What follows belongs to an exercise in optimizing a design on an open flow for small area; a production flow would make more cautious choices.
The RTL was checked by simulation tests, not by an equivalence proof against the original design.
No activity file was given, so power comes from the tool's default toggle rates.

--- flow/design.v ---
module reg_file #(
  parameter int DATA_W = 32,
  parameter int ADDR_W = 5
) (
  input  logic              clk,
  input  logic              rst,
  input  logic              we_i,
  input  logic [ADDR_W-1:0] waddr_i,
  input  logic [DATA_W-1:0] wdata_i,
  input  logic              re1_i,
  input  logic [ADDR_W-1:0] raddr1_i,
  output logic [DATA_W-1:0] rdata1_o,
  input  logic              re2_i,
  input  logic [ADDR_W-1:0] raddr2_i,
  output logic [DATA_W-1:0] rdata2_o
);
  logic [DATA_W-1:0] r_regs [2**ADDR_W];
  logic              w_hit1, w_hit2;
  always_ff @(posedge clk or negedge rst)
    if (!rst)
      for (int i = 0; i < 2**ADDR_W; i++) r_regs[i] <= '0;
    else if (we_i && waddr_i != '0)
      r_regs[waddr_i] <= wdata_i;
  assign w_hit1 = we_i && waddr_i != '0 && raddr1_i == waddr_i;
  assign w_hit2 = we_i && waddr_i != '0 && raddr2_i == waddr_i;
  assign rdata1_o = (!rst || !re1_i || raddr1_i == '0) ? '0 :
                    w_hit1 ? wdata_i : r_regs[raddr1_i];
  assign rdata2_o = (!rst || !re2_i || raddr2_i == '0) ? '0 :
                    w_hit2 ? wdata_i : r_regs[raddr2_i];
endmodule
--- flow/run.sh ---
#!/bin/bash
# synth_recipe.tcl (not shown) runs the flow's synth.tcl, then flattens the netlist and writes it again
# the make line also repeats each setting of config.mk as NAME=value (left out here)
make -C /OpenROAD-flow-scripts/flow DESIGN_CONFIG=/design/flow/config.mk WORK_HOME=/design/flow/orfs CLKGATE_MAP_FILE= SYNTH_SCRIPT=/design/flow/synth_recipe.tcl finish
--- flow/config.mk ---
export PLATFORM = sky130hd
export DESIGN_NAME = reg_file
export DESIGN_NICKNAME = reg_file
export VERILOG_FILES = /design/flow/design.v
export SDC_FILE = /design/flow/constraint.sdc
export NUM_CORES = 4
export LEC_CHECK = 0
export CAP_MARGIN = 20
export CORE_MARGIN = 2
export CORE_UTILIZATION = 35
export SLEW_MARGIN = 20
--- flow/constraint.sdc ---
create_clock -name core_clock -period 8.0 [get_ports {clk}]
set_input_delay 1.6000 -clock core_clock [delete_from_list [all_inputs] [get_ports {clk}]]
set_output_delay 1.6000 -clock core_clock [all_outputs]
set_load 0.01 [all_outputs]
==> results.txt, run 1 <==
cell type with the highest occurrence count on the critical path sky130_fd_sc_hd__buf_4; status no timing/DRC/antenna violations; number of rows in the core area roughly 140; number of synthesis warnings 2; number of design-rule violations left by the first detailed-router iteration 9426; post-layout total power 14.26 mW; Largest register FFs just under 1000; biggest registers after layout r_regs: 992 flops; IO buf count 115; Non-Filler Instances roughly 6300; fraction of the cycle the final worst path needs 95.38%; share of total power in combinational logic 14.0%; TritonCTS clock tree done; area of the core region 141800 sq um; cell internal power dissipation ~10 mW; critical path startpoint category input pin; hold-fix buffers at CTS 0; cell at the root of the clock tree sky130_fd_sc_hd__clkbuf_16; portion of the post-synthesis area used by sequential elements roughly 50%; antenna violations before repair 17; via count of the first global-routing pass 43400; highest-delay cell along the critical path sky130_fd_sc_hd__clkdlybuf4s50_1; count of endpoints failing hold in the final timing report 0; largest net degree at the start of global routing 160; Final Wtd Congestion between 0.9 and 1; startpoint of the most critical hold path r_regs[11][7]; net switching fraction of the power approximately 30%; R2R Path Start r_regs[2][18]; Post-synth EDFFs 0; largest cells by area after synthesis sky130_fd_sc_hd__dfrtp_1 (50%), sky130_fd_sc_hd__mux2_2 (22%), sky130_fd_sc_hd__a22oi_1 (9.3%), sky130_fd_sc_hd__a221oi_1 (2.5%), sky130_fd_sc_hd__a22o_1 (2.3%); Worst R2R Setup Slack about 7 ns; routed wire length ~260000 um; share of cells above drive strength 1 a little over a third; post-synth cell types 65; switching power roughly 4.2 mW; maximum level of the CTS H-tree 3; achievable clock frequency between 100 and 150 MHz; hpwl dp around 160000 um; setup violators final 0; most area-hungry cell type in the Yosys netlist sky130_fd_sc_hd__dfrtp_1; CP startpoint raddr2_i[0]; Max-slew headroom around 18%; path type of the worst min-delay path register to register; layout overhead on the synthesized area 16.90%; height of the die around 380 um; post-route antenna net violation count 0; Required @ worst endpoint 6.40 ns; proportion of synthesized flip-flops having asynchronous set or reset 100.0%; fraction of power consumed by the clock network around 37%; number of DRC violations after detailed routing 0; Die Outline Area 146100 sq um; clock transition time at the flip-flop clock pins of the worst setup and hold paths ~0.060 ns; Netlist Area Pre-Place 50080 sq um; CP Capture Type output pin; number of register bits inferred by synthesis around 990; gr ovfl total 0; gr usage total between 30% and 40%; top cell family by delay on the critical path buffers and inverters; via density per instance a little over 7; RSZ-0062 raised after global routing no; share of the synthesized area in the top cell type between 40% and 50%; number of standard cells after synthesis between 4000 and 5000; fin crit period roughly 7.6 ns; Slew Viols, Final 0; Post-CTS Resized 0; number of top-level pins approximately 120; cell total after placement between 6000 and 7000; CTS sink count between 900 and 1000; global-route wire length before repair 357400 um; worst-case clock skew 0 ns; fraction of the core area covered by cells at the end of the flow around two fifths; number of buffers created by CTS roughly 110; largest voltage drop on the vdd net 198.9 uV; number of buffers inserted to repair setup after CTS 0; CP arrival ~6.0 ns; Clock Latency Late Sink 0.73 ns; routed via count between 40000 and 50000; power density over cell area roughly 240 nW/um^2; number of buffers on the longest clock path 3; net count of the finished layout 4361; Fin Setup TNS 0 ns; starting utilization of the core area a little over a third; buffering stage count on the worst path with inverters included 5; register bank with the most flops r_regs; worst-path maximum fanout 17; max-cap violations 0; slew at the pin closest to its max-slew limit around 1.2 ns; Wirelength per Cell approximately 42 um; sequential share of power between 40% and 50%; dominant synthesized flop cell sky130_fd_sc_hd__dfrtp_1; ordered cell list for the critical path clkdlybuf4s50_1, nand3_1, nor2_4, buf_4, buf_4, a22oi_1, nand4_1, nor4_1, buf_4, a21oi_1, clkdlybuf4s50_1; Worst Path Class, Setup input pin to output pin; # fillers ~13000; average cell area after synthesis roughly 12 sq um; horizontal die dimension around 380 um; worst stage delay on the critical path around 1.1 ns; leakage power between 20 and 25 nW; Pre-antenna DRT Iters 10
[cell usage in the layout, fill, tap and decap left out, types with 9 or more instances in the layout]
master and n:
sky130_fd_sc_hd__nand3b_1 10, sky130_fd_sc_hd__mux2i_1 14, sky130_fd_sc_hd__buf_4 261, sky130_fd_sc_hd__a31oi_1 21, sky130_fd_sc_hd__nor2_4 72, sky130_fd_sc_hd__clkbuf_16 110
sky130_fd_sc_hd__dfrtp_1 992, sky130_fd_sc_hd__mux2_2 985, sky130_fd_sc_hd__a22o_1 131, sky130_fd_sc_hd__and3_1 9, sky130_fd_sc_hd__diode_2 13, sky130_fd_sc_hd__nand3_1 95
sky130_fd_sc_hd__nand2_1 115, sky130_fd_sc_hd__nor2_1 33, sky130_fd_sc_hd__nor4_1 43, sky130_fd_sc_hd__a22oi_1 623, sky130_fd_sc_hd__clkbuf_1 27, sky130_fd_sc_hd__clkinv_2 16
sky130_fd_sc_hd__nor2b_1 9, sky130_fd_sc_hd__nand4_1 144, sky130_fd_sc_hd__nor3_1 43, sky130_fd_sc_hd__nand2b_1 14, sky130_fd_sc_hd__inv_1 14, sky130_fd_sc_hd__clkbuf_8 23
sky130_fd_sc_hd__a221oi_1 142, sky130_fd_sc_hd__a21oi_1 80, sky130_fd_sc_hd__clkdlybuf4s50_1 107, sky130_fd_sc_hd__buf_12 34, sky130_fd_sc_hd__o21ai_0 78
[worst paths after layout]
kind,endpoint,depth (start not counted)
max in group asynchronous,r_regs[1][25],5
max,rdata2_o[7],11
min reg2reg,r_regs[11][7],1
min in group asynchronous,r_regs[5][0],1
max reg2reg,r_regs[2][18],1
min,r_regs[11][7],1
[routing by layer]
| layer | wire [um] | share of wire, % | track usage, % | vias up |
|---|---|---|---|---|
| li1 | - | - | - | 16600 |
| met1 | 96000 | 37 | 44.72 | 23030 |
| met2 | 103500 | 39 | 47.06 | 4670 |
| met3 | 41110 | 16 | 15.32 | 1469 |
| met4 | 21850 | 8.3 | 22.65 | 12 |
| met5 | 203 | 0.077 | 0.6614 | - |
[synthesized netlist by cell type, types with 3 or more instances]
library cell,count
sky130_fd_sc_hd__dfrtp_1,992
sky130_fd_sc_hd__mux2_2,985
sky130_fd_sc_hd__a22oi_1,623
sky130_fd_sc_hd__clkbuf_1,198
sky130_fd_sc_hd__buf_2,165
sky130_fd_sc_hd__nand4_1,144
sky130_fd_sc_hd__a221oi_1,142
sky130_fd_sc_hd__a22o_1,131
sky130_fd_sc_hd__nand2_1,121
sky130_fd_sc_hd__nand3_1,96
sky130_fd_sc_hd__nor2_1,86
sky130_fd_sc_hd__a21oi_1,81
sky130_fd_sc_hd__o21ai_0,78
sky130_fd_sc_hd__buf_1,46
sky130_fd_sc_hd__nor3_1,43
sky130_fd_sc_hd__nor4_1,43
sky130_fd_sc_hd__buf_4,31
sky130_fd_sc_hd__a31oi_1,21
sky130_fd_sc_hd__nand2b_1,15
sky130_fd_sc_hd__inv_1,14
sky130_fd_sc_hd__mux2i_1,14
sky130_fd_sc_hd__and3_1,11
sky130_fd_sc_hd__nor2b_1,11
sky130_fd_sc_hd__nand3b_1,10
sky130_fd_sc_hd__nor2_2,10
sky130_fd_sc_hd__nor2_4,9
sky130_fd_sc_hd__xnor2_1,8
sky130_fd_sc_hd__or3_1,7
sky130_fd_sc_hd__a32oi_1,6
sky130_fd_sc_hd__mux2_1,6
sky130_fd_sc_hd__nor3b_1,6
sky130_fd_sc_hd__o21ai_1,6
sky130_fd_sc_hd__a222oi_1,5
sky130_fd_sc_hd__nand4b_1,5
sky130_fd_sc_hd__o22ai_1,4
sky130_fd_sc_hd__or2_2,4
sky130_fd_sc_hd__or3b_1,4
sky130_fd_sc_hd__a2111oi_0,3
sky130_fd_sc_hd__and2_1,3
sky130_fd_sc_hd__o31ai_1,3
sky130_fd_sc_hd__or4_1,3
[per-stage QoR]
step                      hold WS, ns  setup slack (ns)  area (sq um)
final                          0.5312            0.3700         58540
after global routing           0.5430            0.3381         58520
after CTS                      0.5258            0.5919         58400
after detailed placement       0.5040            0.6121         54760
after global placement         0.5112            0.1101         54740
after floorplan                0.4821             3.170         50080
[cells by family after synthesis]
family / share of synthesized area, %
flops: 49.57
buf+inv: 4.093
xor+xnor: 0.1749
compound gates: 16.63
simple gates: 6.964
mux: 22.56
[power by group through the flow]
stage	clock (mW)	combinational, mW	sequential [mW]
floorplan	0	1.29	6.61
global placement	0	1.88	7.02
detailed placement	0	1.94	7.03
CTS	5.23	1.94	6.95
global route	5.43	2.10	7.08
finish	5.23	1.99	7.04
[layout make-up]
type                       instances  area (sq um)  share of cell area, %
multi-input combinational       2778         23740                  40.56
sequential                       992         24820                  42.41
clock inverter                    39         467.9                 0.7994
tap                             1890          2365                  4.040
antenna                           13         32.53                0.05557
timing repair buffer             415          3881                  6.630
clock buffer                     160          3171                  5.416
inverter                          14         52.55                0.08977
==> run 2: changes to the inputs <==
==> flow/design.v (replaced) <==
module reg_file_aoi3 (
  input  logic [2:0] a_i,
  input  logic [2:0] b_i,
  output logic       y_o
);
  assign y_o = !(|(a_i & b_i));
endmodule
module reg_file_rbit (
  input  logic [32:0] sel_i,
  input  logic [32:0] data_i,
  output logic        y_o
);
  logic [10:0] n;
  for (genvar g = 0; g < 11; g++) begin : g_aoi
    reg_file_aoi3 u_aoi (.a_i(sel_i[3*g +: 3]), .b_i(data_i[3*g +: 3]), .y_o(n[g]));
  end
  assign y_o = !(&n);
endmodule
module reg_file #(
  parameter int DATA_W = 32,
  parameter int ADDR_W = 5
) (
  input  logic              clk,
  input  logic              rst,
  input  logic              we_i,
  input  logic [ADDR_W-1:0] waddr_i,
  input  logic [DATA_W-1:0] wdata_i,
  input  logic              re1_i,
  input  logic [ADDR_W-1:0] raddr1_i,
  output logic [DATA_W-1:0] rdata1_o,
  input  logic              re2_i,
  input  logic [ADDR_W-1:0] raddr2_i,
  output logic [DATA_W-1:0] rdata2_o
);
  localparam int N = 2**ADDR_W;
  logic [N-1:1][DATA_W-1:0] r_data;
  logic [N-1:1]             r_valid;
  logic [N-1:1]             w_sel;
  logic [N-1:0]             s1, s2;
  always_comb
    for (int i = 1; i < N; i++) w_sel[i] = we_i && waddr_i == ADDR_W'(i);
  always_ff @(posedge clk or negedge rst)
    if (!rst) r_valid <= '0;
    else      r_valid <= r_valid | w_sel;
  always_ff @(posedge clk)
    for (int i = 1; i < N; i++)
      if (w_sel[i]) r_data[i] <= wdata_i;
  always_comb begin
    s1[0] = rst && re1_i && we_i && waddr_i != '0 && raddr1_i == waddr_i;
    s2[0] = rst && re2_i && we_i && waddr_i != '0 && raddr2_i == waddr_i;
    for (int i = 1; i < N; i++) begin
      s1[i] = rst && re1_i && raddr1_i == ADDR_W'(i) && r_valid[i] && !w_sel[i];
      s2[i] = rst && re2_i && raddr2_i == ADDR_W'(i) && r_valid[i] && !w_sel[i];
    end
  end
  for (genvar b = 0; b < DATA_W; b++) begin : g_bit
    logic [N-1:0] d;
    assign d[0] = wdata_i[b];
    for (genvar i = 1; i < N; i++) begin : g_d
      assign d[i] = r_data[i][b];
    end
    reg_file_rbit u_rd1 (.sel_i({1'b0, s1}), .data_i({1'b0, d}), .y_o(rdata1_o[b]));
    reg_file_rbit u_rd2 (.sel_i({1'b0, s2}), .data_i({1'b0, d}), .y_o(rdata2_o[b]));
  end
endmodule
--- a/flow/config.mk
+++ b/flow/config.mk
@@ -9,3 +9,4 @@
 export CORE_MARGIN = 2
 export CORE_UTILIZATION = 35
 export SLEW_MARGIN = 20
+export SYNTH_HIERARCHICAL = 1
==> results.txt, run 2 <==
status no timing/DRC/antenna violations; height of the die 344.0 um (-10%); register bank with the most flops r_data; global-route wire length before repair 229300 um (-36%); number of buffers inserted to repair setup after CTS 0 (unchanged); max-cap violations 0 (unchanged); via density per instance 7.310 (+0.61%); area of the core region 114500 sq um (-19%); xor-xnor portion of the synthesized cell area 0.2165% (+0.042 points); slew at the pin closest to its max-slew limit 1.216 ns (-0.009592 ns); CP arrival 5.61 ns (-0.42 ns); gr usage total 27.40% (-7.4 points); Fin Setup TNS 0 ns (unchanged); number of standard cells after synthesis 2217 (-48%); complex-gate fraction of the synthesized area 17.85% (+1.2 points); layout overhead on the synthesized area 20.78%; worst-case clock skew 0 ns (unchanged); Netlist Area Pre-Place 40460 sq um (-19%); Required @ worst endpoint 6.40 ns (about the same); number of synthesis warnings 7 (+5); dominant combinational cell family by area after synthesis compound AO/OA/AOI/OAI gates; post-synthesis simple-gate area fraction 6.123% (-0.84 points); Wirelength per Cell 38.94 um (-6.6%); routed via count 31370 (-31%); RSZ-0062 raised after global routing no; share of the synthesized area in the top cell type 73.62% (+24 points); path type of the worst min-delay path register to register; routed wire length 167100 um (-36%); number of rows in the core area 124 (-10%); CP Capture Type output pin; fraction of the core area covered by cells at the end of the flow 42.68% (+1.4 points); Worst R2R Setup Slack 7.19 ns (+0.12 ns); via count of the first global-routing pass 31460 (-28%); number of DRC violations after detailed routing 0 (unchanged); setup violators final 0 (unchanged); Register-to-Register Path Depth 1 (unchanged); adder-cell area share of the yosys netlist 0% (unchanged); post-synth cell types 36 (-45%); number of design-rule violations left by the first detailed-router iteration 8070 (-14%); TritonCTS clock tree done; biggest registers after layout r_data: 992 flops, r_valid: 31 flops; CP startpoint waddr_i[1]; portion of the post-synthesis area used by sequential elements 75.54% (+26 points); Clock Latency Late Sink 0.68 ns (-0.05 ns); net count of the finished layout 2742 (-37%); achievable clock frequency 138.6 MHz (+5.8%); Post-CTS Resized 0 (unchanged); fraction of the cycle the final worst path needs 90.17% (-5.2 points); hpwl dp 93080 um (-42%); IO buf count 115 (unchanged); Post-Route Hold Slack 0.4644 ns (-0.06682 ns); power density over cell area 231.7 nW/um^2 (-4.9%); share of cells above drive strength 1 15.47% (-20 points); count of endpoints failing hold in the final timing report 0 (unchanged); Largest register FFs 992 (unchanged); starting utilization of the core area 35.34% (about the same); number of buffers created by CTS 99 (-8.3%); clock transition time at the flip-flop clock pins of the worst setup and hold paths 0.06 ns (about the same); cell at the root of the clock tree sky130_fd_sc_hd__clkbuf_16; number of register bits inferred by synthesis 1023 (+3.1%); Max-slew headroom 18.77% (+1.1 points); post-route antenna net violation count 0 (unchanged); leakage power 15.17 nW (-38%); setup slack after layout 0.7863 ns (+0.4163 ns); endpoint of the most critical setup path rdata1_o[9]; R2R Path Start r_valid[13]; antenna violations before repair 21 (+4); dominant synthesized flop cell sky130_fd_sc_hd__edfxtp_1; worst flop-to-flop path endpoint r_valid[13]; average cell area after synthesis 18.25 sq um (+54%); most frequent cell after synthesis sky130_fd_sc_hd__edfxtp_1; Die Outline Area 118300 sq um (-19%); maximum level of the CTS H-tree 3 (unchanged); hold-fix buffers at CTS 0 (unchanged); fin crit period 7.214 ns (-0.4163 ns); gr ovfl total 0 (unchanged); largest voltage drop on the vdd net 160.6 uV (-19%); number of top-level pins 116 (unchanged); most common cell after layout, fill and taps aside sky130_fd_sc_hd__edfxtp_1; horizontal die dimension 344.0 um (-10%); CTS sink count 1023 (+3.1%); largest cells by area after synthesis sky130_fd_sc_hd__edfxtp_1 (74%), sky130_fd_sc_hd__a222oi_1 (17%), sky130_fd_sc_hd__nand4_1 (2.0%), sky130_fd_sc_hd__dfrtp_1 (1.9%), sky130_fd_sc_hd__or3_1 (1.0%); proportion of synthesized flip-flops having asynchronous set or reset 3.030% (-97 points); # fillers 10020 (-24%); largest net degree at the start of global routing 38 (-76%); number of buffers on the longest clock path 3 (unchanged); Post-synth EDFFs 992 (+992); critical path startpoint category input pin; most area-hungry cell type in the Yosys netlist sky130_fd_sc_hd__edfxtp_1; worst-path maximum fanout 32 (+15); Slew Viols, Final 0 (unchanged); multiplexer area fraction after synthesis 0% (-23 points); cell types with the highest counts after synthesis sky130_fd_sc_hd__edfxtp_1 (992), sky130_fd_sc_hd__a222oi_1 (704), sky130_fd_sc_hd__nand4_1 (132); Pre-antenna DRT Iters 13 (+3); Setup WS pre-CTS 0.8599 ns (+0.2479 ns); most frequent cells in the layout sky130_fd_sc_hd__edfxtp_1 (992), sky130_fd_sc_hd__a222oi_1 (704), sky130_fd_sc_hd__buf_4 (148); Worst Path Class, Setup input pin to output pin; Final Wtd Congestion 0.8780 (-12%)
run 2: per-stage QoR:
stage	cell area (sq um)	instances	total power [mW]
final	48870	4291	11.32
after global routing	48870	4290	11.58
after CTS	48860	4285	11.33
after detailed placement	45530	4100	6.621
after global placement	45530	4100	6.601
after floorplan	40940	2344	6.314
run 2: worst min path at each step:
| stage | startpoint | slack [ns] | depth (start not counted) | end |
|---|---|---|---|---|
| after floorplan | r_valid[10] | 0.43 | 1 | r_valid[10] |
| after global placement | r_valid[11] | 0.44 | 1 | r_valid[11] |
| after detailed placement | r_valid[2] | 0.45 | 1 | r_valid[2] |
| after CTS | r_valid[2] | 0.46 | 1 | r_valid[2] |
| after global routing | r_valid[6] | 0.48 | 1 | r_valid[6] |
| final | r_valid[2] | 0.46 | 1 | r_valid[2] |
run 2: layout make-up:
| type | count | area (sq um) | share of cell area (%) |
|---|---|---|---|
| antenna | 5 | 12.51 | 0.02560 |
| sequential | 1023 | 30560 | 62.54 |
| clock inverter | 70 | 734.5 | 1.503 |
| clock buffer | 115 | 2589 | 5.297 |
| timing repair buffer | 264 | 2257 | 4.619 |
| tap | 1512 | 1892 | 3.871 |
| multi-input combinational | 1302 | 10820 | 22.14 |
run 2: critical path: stages:
cell                              delay, ns
sky130_fd_sc_hd__clkdlybuf4s50_1       0.60
sky130_fd_sc_hd__nand4bb_1             0.76
sky130_fd_sc_hd__o21ai_1               0.47
sky130_fd_sc_hd__nor3_2                0.08
sky130_fd_sc_hd__buf_4                 0.36
sky130_fd_sc_hd__a222oi_1              0.39
sky130_fd_sc_hd__nand4_1               0.28
sky130_fd_sc_hd__or3_1                 0.53
sky130_fd_sc_hd__clkdlybuf4s50_1       0.53
run 2: routing by layer:
metal  vias up  track usage (%)  share of wire (%)
li1      11940                -                  -
met1     15590            34.50                 34
met2      3138            41.30                 44
met3       677            8.807                 16
met4        22            16.43                6.7
met5         -                0              0.081
run 2: kinds of logic after synthesis:
kind of cell | after synthesis
compound gates | 736
xor+xnor | 10
simple gates | 428
flops | 1023
other cells | 1
buf+inv | 19
run 2: report_power, final:
group | leakage (nW) | switching (mW) | total, mW | internal [mW]
Sequential | 9.29 | 0.0480 | 6.02 | 5.97
Combinational | 4.26 | 0.331 | 0.500 | 0.169
Clock | 1.62 | 2.08 | 4.80 | 2.72
Total | 15.2 | 2.46 | 11.3 | 8.86
run 2: per-module statistics from Yosys, one instance, submodules excluded:
| module | area, sq um | times used | cells |
|---|---|---|---|
| reg_file_aoi3 | 10.01 | 704 | 1 |
| reg_file | 31890 | 1 | 1257 |
| reg_file_rbit | 23.77 | 64 | 4 |
==> run 3: changes to the inputs <==
==> flow/config.mk (replaced) <==
export PLATFORM = sky130hd
export DESIGN_NAME = reg_file
export DESIGN_NICKNAME = reg_file
export VERILOG_FILES = /design/flow/design.v
export SDC_FILE = /design/flow/constraint.sdc
export NUM_CORES = 4
export LEC_CHECK = 0
export CAP_MARGIN = 0
export CORE_MARGIN = 2
export CORE_UTILIZATION = 55
export CTS_BUF_LIST = sky130_fd_sc_hd__clkbuf_4 sky130_fd_sc_hd__clkbuf_8
export SLEW_MARGIN = 0
export SYNTH_HIERARCHICAL = 1
==> results.txt, run 3 <==
number of top-level pins 116 (unchanged); routed wire length 168200 um (+0.69%); via density per instance 8.403 (+15%); Slew Viols, Final 0 (unchanged); most common cell after layout, fill and taps aside sky130_fd_sc_hd__edfxtp_1; starting utilization of the core area 55.55% (+20 points); critical path startpoint category input pin; Largest register FFs 992 (unchanged); Clock Latency Late Sink 0.84 ns (+0.16 ns); number of buffers on the longest clock path 3 (unchanged); average cell area after synthesis 18.25 sq um (unchanged); net count of the finished layout 2798 (+2.0%); IO buf count 115 (unchanged); gr usage total 44.09% (+17 points); maximum level of the CTS H-tree 4 (+1); clock transition time at the flip-flop clock pins of the worst setup and hold paths 0.05 ns (about the same); area taken by flip-flops and latches 30560 sq um (unchanged); largest cells by area after synthesis sky130_fd_sc_hd__edfxtp_1 (74%), sky130_fd_sc_hd__a222oi_1 (17%), sky130_fd_sc_hd__nand4_1 (2.0%), sky130_fd_sc_hd__dfrtp_1 (1.9%), sky130_fd_sc_hd__or3_1 (1.0%); leakage power 15.19 nW (+0.13%); Pre-antenna DRT Iters 12 (-1); final cell area excluding filler cells 48040 sq um (-1.7%); CTS sink count 1023 (unchanged); area used by multi-input combinational logic 10810 sq um (about the same); hold-fix buffers at CTS 0 (unchanged); worst-case clock skew 0 ns (unchanged); number of standard cells after synthesis 2217 (unchanged); height of the die 275.2 um (-20%); CP startpoint waddr_i[4]; proportion of synthesized flip-flops having asynchronous set or reset 3.030% (unchanged); number of buffers created by CTS 162 (+64%); number of register bits inferred by synthesis 1023 (unchanged); biggest registers after layout r_data: 992 flops, r_valid: 31 flops; achievable clock frequency 133.2 MHz (-3.9%); horizontal die dimension 275.2 um (-20%); path type of the worst min-delay path register to register; net switching fraction of the power 22.66% (+0.94 points); status no timing/DRC/antenna violations; share of the synthesized area in the top cell type 73.62% (unchanged); endpoint of the most critical setup path rdata2_o[25]; Critical Path Stages 9 (unchanged); global-route wire length before repair 228700 um (-0.27%); switching power 2.478 mW (+0.78%); share of total power in combinational logic 4.7% (+0.3 points); R2R Path Start r_valid[6]; fin crit period 7.509 ns (+0.2948 ns); top cell family by delay on the critical path buffers and inverters; antenna violations before repair 4 (-81%); most area-hungry cell type in the Yosys netlist sky130_fd_sc_hd__edfxtp_1; post-synth cell types 36 (unchanged); number of buffers inserted to repair setup after CTS 0 (unchanged); Worst Path Class, Setup input pin to output pin; Fin Setup TNS 0 ns (unchanged); largest voltage drop on the vdd net 175.6 uV (+9.4%); Post-synth EDFFs 992 (unchanged); Max-slew headroom 7.166% (-12 points); hpwl dp 86470 um (-7.1%); register bank with the most flops r_data; highest-delay cell along the critical path sky130_fd_sc_hd__clkdlybuf4s50_1; dominant synthesized flop cell sky130_fd_sc_hd__edfxtp_1; Die Outline Area 75750 sq um (-36%); count of endpoints failing hold in the final timing report 0 (unchanged); portion of the post-synthesis area used by sequential elements 75.54% (unchanged); TritonCTS clock tree done; Placed Instance Area 44870 sq um (-1.5%); number of synthesis warnings 7 (unchanged); sequential share of power 55.1% (+1.9 points); cell types with the highest counts after synthesis sky130_fd_sc_hd__edfxtp_1 (992), sky130_fd_sc_hd__a222oi_1 (704), sky130_fd_sc_hd__nand4_1 (132); ordered cell list for the critical path clkdlybuf4s50_1, nand4b_1, o21ai_1, nor3_2, buf_4, a222oi_1, nand4_1, or3_1, clkdlybuf4s50_1; cell type with the highest occurrence count on the critical path sky130_fd_sc_hd__clkdlybuf4s50_1; Post-CTS Resized 0 (unchanged); Netlist Area Pre-Place 40460 sq um (unchanged); Worst R2R Setup Slack 7.16 ns (-0.03 ns); worst stage delay on the critical path 0.77 ns (about the same); setup violators final 0 (unchanged); share of cells above drive strength 1 18.25% (+2.8 points); most frequent cell after synthesis sky130_fd_sc_hd__edfxtp_1; slew at the pin closest to its max-slew limit 1.385 ns (+0.1693 ns); number of design-rule violations left by the first detailed-router iteration 8527 (+5.7%); fraction of power consumed by the clock network 40.3% (-2.1 points); startpoint of the most critical hold path r_valid[25]; Register-to-Register Path Depth 1 (unchanged); fraction of the cycle the final worst path needs 93.86% (+3.7 points); area of the core region 72830 sq um (-36%); worst-path maximum fanout 21 (-34%); largest net degree at the start of global routing 34 (-11%); buffering stage count on the worst path with inverters included 3 (unchanged); RSZ-0062 raised after global routing no; CP Capture Type output pin; cell internal power dissipation 8.460 mW (-4.6%); post-route antenna net violation count 0 (unchanged); via count of the first global-routing pass 31280 (-0.56%); CP arrival 5.91 ns (+0.30 ns); cell at the root of the clock tree sky130_fd_sc_hd__clkbuf_8; Non-Filler Instances 3836 (-11%); gr ovfl total 0 (unchanged); Final Wtd Congestion 0.9260 (+5.5%); layout overhead on the synthesized area 18.74%; Required @ worst endpoint 6.40 ns (about the same); most frequent cells in the layout sky130_fd_sc_hd__edfxtp_1 (992), sky130_fd_sc_hd__a222oi_1 (704), sky130_fd_sc_hd__clkbuf_8 (167); power density over cell area 227.7 nW/um^2 (-1.7%); Wirelength per Cell 43.86 um (+13%); number of DRC violations after detailed routing 0 (unchanged); # fillers 5121 (-49%); cell total after placement 3541 (-14%); max-cap violations 0 (unchanged); worst flop-to-flop path endpoint r_valid[6]; routed via count 32230 (+2.8%); number of rows in the core area 99 (-20%)
[run 3: power groups by stage]
| stage | registers, mW | clock network (mW) | logic [mW] |
|---|---|---|---|
| 2_1_floorplan | 6.12 | 0 | 0.194 |
| 3_3_place_gp | 6.13 | 0 | 0.478 |
| 3_5_place_dp | 6.13 | 0 | 0.489 |
| 4_1_cts | 6.02 | 4.40 | 0.490 |
| 5_1_grt | 6.03 | 4.64 | 0.530 |
| 6_report | 6.03 | 4.40 | 0.510 |
[run 3: cell type report]
class / count / area share [%]
Antenna cell: 5 / 0.02604
Clock buffer: 231 / 5.784
Clock inverter: 59 / 0.8047
Multi-Input combinational cell: 1302 / 22.51
Sequential cell: 1023 / 63.62
Tap cell: 959 / 2.498
Timing Repair Buffer: 257 / 4.761
[run 3: routing by layer]
layer | global-route usage [%] | vias to the layer above | wire (um)
li1 | - | 12060 | -
met1 | 57.46 | 15860 | 55760
met2 | 61.91 | 3565 | 70060
met3 | 18.09 | 745 | 30500
met4 | 26.81 | 2 | 11860
met5 | 1.065 | - | 57
[run 3: per-stage QoR]
step | utilization [%] | power (mW) | setup WS, ns | hold slack (ns)
2_1_floorplan | - | 6.314 | 1.388 | 0.4265
3_3_place_gp | 61.60 | 6.605 | 0.7423 | 0.4445
3_5_place_dp | 61.60 | 6.621 | 0.6912 | 0.4469
4_1_cts | 65.95 | 10.92 | 0.6413 | 0.4603
5_1_grt | 65.95 | 11.20 | 0.4656 | 0.4725
6_report | 65.96 | 10.94 | 0.4914 | 0.4593
[run 3: modules after synthesis, one instance, submodules excluded]
module | cells | copies in the design | cell area, sq um | flip-flops and latches
reg_file_aoi3 | 1 | 704 | 10.01 | 0
reg_file | 1257 | 1 | 31890 | 1023
reg_file_rbit | 4 | 64 | 23.77 | 0
[run 3: logic make-up (layout without fill, tap and decap cells)]
family,Yosys count,count (layout),share of synthesized area (%)
DFF,1023,1023,75.54
AOI/OAI and AO/OA,736,736,17.85
and+or+nand+nor,428,428,6.123
buffers and inverters,19,547,0.2659
xor gates and xnor gates,10,10,0.2165
other,1,133,0.009268
[run 3: worst min-delay path by stage]
stage                        endpoint  slack (ns)  depth (start not counted)
after floorplan           r_valid[10]        0.43                          1
after global placement    r_valid[10]        0.44                          1
after detailed placement   r_valid[2]        0.45                          1
after CTS                 r_valid[25]        0.46                          1
after global routing       r_valid[2]        0.47                          1
final                     r_valid[25]        0.46                          1
==> run 4: changes to the inputs <==
==> flow/flow/run.sh (new file) <==
#!/bin/bash
# The standard layout (the standard.sh, standard synthesis unchanged), with:
#  - the port buffers made with the smallest buffer instead of the default delay cell;
#  - clock tree synthesis without dummy loads.
set -euo pipefail
export BUFFER_PORTS_ARGS="-buffer_cell sky130_fd_sc_hd__buf_1"
export CTS_ARGS="-sink_clustering_enable -repair_clock_nets -dont_use_dummy_load -buf_list {sky130_fd_sc_hd__clkbuf_4 sky130_fd_sc_hd__clkbuf_8}"
bash standard.sh finish > standard.log 2>&1
==> flow/standard.sh (new file) <==
#!/bin/bash
# synth_recipe.tcl (not shown) runs the flow's synth.tcl, then flattens the netlist and writes it again
# the make line also repeats each setting of config.mk as NAME=value (left out here)
make -C /OpenROAD-flow-scripts/flow DESIGN_CONFIG=/design/flow/config.mk WORK_HOME=/design/flow/orfs CLKGATE_MAP_FILE= SYNTH_SCRIPT=/design/flow/synth_recipe.tcl "${@:-finish}"
removed: flow/run.sh
==> results.txt, run 4 <==
Wirelength per Cell 45.31 um (+3.3%); post-layout total power 10.13 mW (-7.4%); Most Crowded Layer GR met2; number of top-level pins 116 (unchanged); portion of the post-synthesis area used by sequential elements 75.54% (unchanged); RSZ-0062 raised after global routing no; largest cells by area after synthesis sky130_fd_sc_hd__edfxtp_1 (74%), sky130_fd_sc_hd__a222oi_1 (17%), sky130_fd_sc_hd__nand4_1 (2.0%), sky130_fd_sc_hd__dfrtp_1 (1.9%), sky130_fd_sc_hd__or3_1 (1.0%); adder-cell area share of the yosys netlist 0% (unchanged); most frequent cells in the layout sky130_fd_sc_hd__edfxtp_1 (992), sky130_fd_sc_hd__a222oi_1 (704), sky130_fd_sc_hd__clkbuf_8 (164); number of buffers created by CTS 164 (+1.2%); cell count of the worst hold path 1 (unchanged); via count of the first global-routing pass 31040 (-0.75%); routed wire length 168600 um (+0.24%); path type of the worst min-delay path register to register; CP arrival 5.32 ns (-0.59 ns); maximum level of the CTS H-tree 4 (unchanged); Die Outline Area 75750 sq um (unchanged); horizontal die dimension 275.2 um (unchanged); CTS sink count 1023 (unchanged); area of the core region 72830 sq um (unchanged); leakage power 14.45 nW (-4.9%); global-route wire length before repair 229200 um (+0.21%); average cell area after synthesis 18.25 sq um (unchanged); fraction of the cycle the final worst path needs 86.48% (-7.4 points); buffering stage count on the worst path with inverters included 3 (unchanged); number of DRC violations after detailed routing 0 (unchanged); top cell family by delay on the critical path simple AND/OR/NAND/NOR gates; gr ovfl total 0 (unchanged); Fin Setup TNS 0 ns (unchanged); power density over cell area 218.2 nW/um^2 (-4.2%); most common cell after layout, fill and taps aside sky130_fd_sc_hd__edfxtp_1; CP Capture Type output pin; biggest registers after layout r_data: 992 flops, r_valid: 31 flops; complex-gate fraction of the synthesized area 17.85% (unchanged); largest net degree at the start of global routing 34 (unchanged); gr usage total 44.26% (+0.17 points); worst stage delay on the critical path 0.69 ns (-0.08 ns); Largest register FFs 992 (unchanged); Worst Path Class, Setup input pin to output pin; register bank with the most flops r_data; setup violators final 0 (unchanged); global-route track usage on met1 55.22% (-2.2 points); Pre-antenna DRT Iters 12 (unchanged); met3 routing resource usage after global routing 18.09% (unchanged); slew at the pin closest to its max-slew limit 1.089 ns (-0.2958 ns); count of endpoints failing hold in the final timing report 0 (unchanged); routed via count 31950 (-0.89%); worst-path maximum fanout 15 (-29%); IO buf count 115 (unchanged); hold-fix buffers at CTS 0 (unchanged); CP startpoint waddr_i[4]; post-synthesis simple-gate area fraction 6.123% (unchanged); layout overhead on the synthesized area 14.76%; cell type with the highest occurrence count on the critical path sky130_fd_sc_hd__buf_1; fin crit period 6.919 ns (-0.5899 ns); Max-slew headroom 27.39% (+20 points); number of standard cells after synthesis 2217 (unchanged); post-synth cell types 36 (unchanged); number of register bits inferred by synthesis 1023 (unchanged); Non-Filler Instances 3722 (-3.0%); most area-hungry cell type in the Yosys netlist sky130_fd_sc_hd__edfxtp_1; GR met2 Demand/Resource 63.38% (+1.5 points); share of cells above drive strength 1 15.97% (-2.3 points); R2R Path Start r_valid[5]; Clock Latency Late Sink 0.76 ns (-0.08 ns); largest voltage drop on the vdd net 218.6 uV (+24%); xor-xnor portion of the synthesized cell area 0.2165% (unchanged); dominant synthesized flop cell sky130_fd_sc_hd__edfxtp_1; dominant combinational cell family by area after synthesis compound AO/OA/AOI/OAI gates; number of synthesis warnings 7 (unchanged); critical path startpoint category input pin; cell types with the highest counts after synthesis sky130_fd_sc_hd__edfxtp_1 (992), sky130_fd_sc_hd__a222oi_1 (704), sky130_fd_sc_hd__nand4_1 (132); Required @ worst endpoint 6.40 ns (about the same); Slew Viols, Final 0 (unchanged); TritonCTS clock tree done; number of design-rule violations left by the first detailed-router iteration 8621 (+1.1%); share of the synthesized area in the top cell type 73.62% (unchanged); starting utilization of the core area 55.55% (unchanged); worst-case clock skew 0 ns (unchanged); Final Wtd Congestion 0.9435 (+1.9%); Post-CTS Resized 0 (unchanged); ordered cell list for the critical path buf_1, nand4bb_1, o21ai_0, nor3_2, buf_4, a222oi_1, nand4_1, or3_1, buf_1; Register-to-Register Path Depth 1 (unchanged); number of rows in the core area 99 (unchanged); Critical Path Stages 9 (unchanged); achievable clock frequency 144.5 MHz (+8.5%); most frequent cell after synthesis sky130_fd_sc_hd__edfxtp_1; post-route antenna net violation count 0 (unchanged); cell at the root of the clock tree sky130_fd_sc_hd__clkbuf_8; net count of the finished layout 2810 (+0.43%); cell total after placement 3551 (+0.28%); hpwl dp 87970 um (+1.7%); height of the die 275.2 um (unchanged); antenna violations before repair 12 (+8); max-cap violations 0 (unchanged); startpoint of the most critical hold path r_valid[17]; proportion of synthesized flip-flops having asynchronous set or reset 3.030% (unchanged); via density per instance 8.583 (+2.1%); number of buffers inserted to repair setup after CTS 0 (unchanged); clock transition time at the flip-flop clock pins of the worst setup and hold paths 0.03 ns (-0.02 ns); status no timing/DRC/antenna violations; Post-Route Hold Slack 0.4615 ns (+0.002146 ns); number of buffers on the longest clock path 3 (unchanged); highest-delay cell along the critical path sky130_fd_sc_hd__nand4bb_1; Post-synth EDFFs 992 (unchanged); multiplexer area fraction after synthesis 0% (unchanged); Netlist Area Pre-Place 40460 sq um (unchanged)
-- run 4: cell counts after synthesis --
Identical to the previous run, type by type.
-- run 4: modules after synthesis (local to each module, per instance) --
| module | times used | cells | flip-flops and latches | area, sq um |
|---|---|---|---|---|
| reg_file | 1 | 1257 | 1023 | 31890 |
| reg_file_rbit | 64 | 4 | 0 | 23.77 |
| reg_file_aoi3 | 704 | 1 | 0 | 10.01 |
-- run 4: path summary, 6_finish.rpt --
check / end / slack, ns
hold reg to reg: r_valid[17] / 0.46
max in group asynchronous: r_valid[17] / 6.51
setup / recovery: rdata2_o[16] / 1.08
setup reg to reg: r_valid[5] / 7.19
min in group asynchronous: r_valid[4] / 1.08
hold / removal: r_valid[17] / 0.46
-- run 4: cell type report --
cell class / count / area (sq um)
Sequential cell: 1023 / 30560
Timing Repair Buffer: 267 / 1574
Clock buffer: 164 / 2257
Antenna cell: 7 / 17.52
Fill cell: 5281 / 26400
Multi-Input combinational cell: 1302 / 10820
Tap cell: 959 / 1200
-- run 4: logic make-up (layout without fill, tap and decap cells) --
family                    count (synthesis)  count (layout)
AOI/OAI and AO/OA                       736             736
xor gates and xnor gates                 10              10
buffers and inverters                    19             431
DFF                                    1023            1023
other                                     1             135
and+or+nand+nor                         428             428
-- run 4: layer usage --
layer / part of all wire [%] / wire length (um)
met1: 32 / 54350
met2: 43 / 71870
met3: 17 / 29480
met4: 7.7 / 12910
met5: 0.016 / 27
-- run 4: where the power goes --
part           leakage, nW  switching [mW]  total, mW  internal (mW)
Sequential            9.29          0.0473       6.03           5.98
Combinational         3.98           0.342      0.466          0.124
Clock                 1.18            1.84       3.64           1.80
-- run 4: metrics by stage --
stage	util, %	worst slack (ns)	cell area (sq um)
floorplan	-	1.388	40940
global route	63.73	0.9596	46420
CTS	63.73	1.253	46420
global placement	60.63	1.293	44160
detailed placement	60.63	1.253	44160
finish	63.75	1.081	46430
==> run 5: changes to the inputs <==
==> flow/flow/run.sh (replaced) <==
#!/bin/bash
# The standard layout (the standard.sh, standard synthesis unchanged), with:
#  - the port buffers made with the smallest buffer instead of the default delay cell;
#  - clock tree synthesis without dummy loads, with larger sink clusters on clkbuf_8.
set -euo pipefail
export BUFFER_PORTS_ARGS="-buffer_cell sky130_fd_sc_hd__buf_1"
export CTS_ARGS="-sink_clustering_enable -repair_clock_nets -dont_use_dummy_load -buf_list {sky130_fd_sc_hd__clkbuf_8} -sink_clustering_size 20 -sink_clustering_max_diameter 45"
bash standard.sh finish > standard.log 2>&1
==> results.txt, run 5 <==
layout overhead on the synthesized area 13.01%; number of design-rule violations left by the first detailed-router iteration 8811 (+2.2%); share of cells above drive strength 1 14.38% (-1.6 points); Wirelength per Cell 45.80 um (+1.1%); biggest registers after layout r_data: 992 flops, r_valid: 31 flops; average cell area after synthesis 18.25 sq um (unchanged); TritonCTS clock tree done; number of standard cells after synthesis 2217 (unchanged); Non-Filler Instances 3669 (-1.4%); number of register bits inferred by synthesis 1023 (unchanged); largest net degree at the start of global routing 34 (unchanged); hold-fix buffers at CTS 0 (unchanged); via count of the first global-routing pass 30620 (-1.4%); Die Outline Area 75750 sq um (unchanged); starting utilization of the core area 55.55% (unchanged); post-route antenna net violation count 0 (unchanged); antenna violations before repair 10 (-2); clock transition time at the flip-flop clock pins of the worst setup and hold paths 0.04 ns (about the same); share of the synthesized area in the top cell type 73.62% (unchanged); number of rows in the core area 99 (unchanged); Largest register FFs 992 (unchanged); portion of the post-synthesis area used by sequential elements 75.54% (unchanged); Setup WS pre-CTS 1.253 ns (unchanged); routed wire length 168100 um (-0.35%); slew at the pin closest to its max-slew limit 1.073 ns (-0.01575 ns); global-route wire length before repair 228300 um (-0.39%); area taken by flip-flops and latches 30560 sq um (unchanged); Required @ worst endpoint 6.40 ns (about the same); CP arrival 5.35 ns (+0.03 ns); Final Wtd Congestion 0.9435 (unchanged); most area-hungry cell type in the Yosys netlist sky130_fd_sc_hd__edfxtp_1; most frequent cell after synthesis sky130_fd_sc_hd__edfxtp_1; post-layout total power 9.423 mW (-7.0%); setup slack after layout 1.049 ns (-0.03222 ns); worst-path maximum fanout 32 (+17); maximum level of the CTS H-tree 3 (-1); leakage power 14.08 nW (-2.5%); CTS sink count 1023 (unchanged); area of the core region 72830 sq um (unchanged); via density per instance 8.656 (+0.85%); dominant synthesized flop cell sky130_fd_sc_hd__edfxtp_1; count of endpoints failing hold in the final timing report 0 (unchanged); most frequent cells in the layout sky130_fd_sc_hd__edfxtp_1 (992), sky130_fd_sc_hd__a222oi_1 (704), sky130_fd_sc_hd__buf_4 (152); routed via count 31760 (-0.59%); height of the die 275.2 um (unchanged); cell total after placement 3551 (unchanged); number of buffers created by CTS 113 (-31%); Fin Setup TNS 0 ns (unchanged); fraction of the cycle the final worst path needs 86.89% (+0.40 points); Post-CTS Resized 0 (unchanged); setup violators final 0 (unchanged); post-synth cell types 36 (unchanged); cell at the root of the clock tree sky130_fd_sc_hd__clkbuf_8; net count of the finished layout 2759 (-1.8%); largest voltage drop on the vdd net 152.2 uV (-30%); register bank with the most flops r_data; largest cells by area after synthesis sky130_fd_sc_hd__edfxtp_1 (74%), sky130_fd_sc_hd__a222oi_1 (17%), sky130_fd_sc_hd__nand4_1 (2.0%), sky130_fd_sc_hd__dfrtp_1 (1.9%), sky130_fd_sc_hd__or3_1 (1.0%); number of synthesis warnings 7 (unchanged); most common cell after layout, fill and taps aside sky130_fd_sc_hd__edfxtp_1; power density over cell area 206.1 nW/um^2 (-5.5%); Placed Instance Area 44160 sq um (unchanged); IO buf count 115 (unchanged); number of buffers inserted to repair setup after CTS 0 (unchanged); Netlist Area Pre-Place 40460 sq um (unchanged); gr ovfl total 0 (unchanged); proportion of synthesized flip-flops having asynchronous set or reset 3.030% (unchanged); RSZ-0062 raised after global routing no; critical path startpoint category input pin; number of top-level pins 116 (unchanged); gr usage total 43.91% (-0.36 points); cell types with the highest counts after synthesis sky130_fd_sc_hd__edfxtp_1 (992), sky130_fd_sc_hd__a222oi_1 (704), sky130_fd_sc_hd__nand4_1 (132); Worst Path Class, Setup input pin to output pin; fraction of the core area covered by cells at the end of the flow 62.78% (-0.97 points); Slew Viols, Final 0 (unchanged); horizontal die dimension 275.2 um (unchanged); number of buffers on the longest clock path 3 (unchanged); area used by multi-input combinational logic 10820 sq um (unchanged); worst-case clock skew 0 ns (unchanged); number of DRC violations after detailed routing 0 (unchanged); final cell area excluding filler cells 45730 sq um (-1.5%); Post-synth EDFFs 992 (unchanged); hpwl dp 87970 um (unchanged); Post-Route Hold Slack 0.4610 ns (-0.0004050 ns); Clock Latency Late Sink 0.70 ns (-0.06 ns); achievable clock frequency 143.9 MHz (-0.46%); path type of the worst min-delay path register to register; # fillers 5316 (+0.66%); CP Capture Type output pin; Pre-antenna DRT Iters 17 (+5); status no timing/DRC/antenna violations; max-cap violations 0 (unchanged); Max-slew headroom 28.44% (+1.1 points); fin crit period 6.951 ns (+0.03222 ns)
-- run 5: final timing paths --
path	from	cells after the start	slack [ns]	to
max	waddr_i[1]	9	1.05	rdata2_o[9]
min	r_valid[17]	1	0.46	r_valid[17]
max reg2reg	r_valid[29]	1	7.18	r_valid[29]
min reg2reg	r_valid[17]	1	0.46	r_valid[17]
max in group asynchronous	rst	2	6.46	r_valid[17]
min in group asynchronous	rst	2	1.14	r_valid[3]
-- run 5: worst max-delay path, cell delays in order --
cell and delay [ns]:
sky130_fd_sc_hd__buf_1 0.35, sky130_fd_sc_hd__nand4b_1 0.66, sky130_fd_sc_hd__o21ai_0 0.62, sky130_fd_sc_hd__nor3_2 0.11
sky130_fd_sc_hd__buf_4 0.35, sky130_fd_sc_hd__a222oi_1 0.50, sky130_fd_sc_hd__nand4_1 0.40, sky130_fd_sc_hd__or3_1 0.56
sky130_fd_sc_hd__buf_1 0.17
-- run 5: modules after synthesis, one instance, submodules excluded --
| module | cells | flip-flops and latches | area (sq um) |
|---|---|---|---|
| reg_file | 1257 | 1023 | 31890 |
| reg_file_aoi3 | 1 | 0 | 10.01 |
| reg_file_rbit | 4 | 0 | 23.77 |
-- run 5: layer usage --
| layer | share of wire, % | vias to the layer above | GRT usage, % | routed length [um] |
|---|---|---|---|---|
| met3 | 18 | 773 | 16.37 | 29670 |
| met1 | 32 | 15540 | 55.51 | 53460 |
| met5 | 0.015 | - | 0 | 26 |
| met4 | 7.9 | 4 | 30.17 | 13280 |
| met2 | 43 | 3591 | 63.25 | 71610 |
| li1 | - | 11850 | - | - |
-- run 5: kinds of logic (layout without fill, tap and decap cells) --
group	Yosys count	in the layout	share of synthesized area (%)
AO/OA/AOI/OAI	736	736	17.85
AND/OR/NAND/NOR	428	428	6.123
buffers and inverters	19	380	0.2659
XOR/XNOR	10	10	0.2165
other	1	133	0.009268
flip-flops	1023	1023	75.54
-- run 5: cell type report --
cell class / count / area share [%]
flip-flops and latches: 1023 / 66.84
multi-input cells: 1302 / 23.66
repair buffers: 267 / 3.442
clock buffers: 113 / 3.401
well taps: 959 / 2.624
diodes: 5 / 0.02736
-- run 5: where the power goes --
| group | total [mW] | internal [mW] | switching (mW) |
|---|---|---|---|
| registers | 6.02 | 5.97 | 0.0472 |
| clock network | 2.94 | 1.24 | 1.70 |
| logic | 0.466 | 0.124 | 0.342 |
| total | 9.42 | 7.34 | 2.08 |

## static timing again, ports no longer ideal
The results above use ideal ports. As a check the final layouts listed here were re-extracted and re-timed, cells and wires unchanged.
Step 1: set_driving_cell puts a clkbuf_16 on clk and a buf_2 on each other input, an assumption about the parent block.
Step 2, shift: input delay + t, output delay - t, t = (earliest + latest rising clock arrival at the registers) / 2. This alone moves slack from input paths to output paths.
Three values: ideal, step 1, step 2; two values: the first two.
| run | t (ns) | slack for setup (ns) | latest minus earliest clock arrival (ns) |
|---|---|---|---|
| run 1 | 0.806 | 0.370 / 0.333 / 0.333 | 0.035 / 0.035 |
| run 2 | 0.761 | 0.786 / 0.725 / 0.725 | 0.030 / 0.030 |
| run 3 | 0.888 | 0.491 / 0.468 / 0.468 | 0.059 / 0.060 |
| run 4 | 0.851 | 1.081 / 1.055 / 1.055 | 0.086 / 0.086 |
| run 5 | 0.793 | 1.049 / 1.022 / 1.022 | 0.102 / 0.102 |
After both steps every run listed still meets setup and hold. For run 2, which loses most, drivers alone change the setup slack by -0.061 ns; drivers and shift together by -0.061 ns.
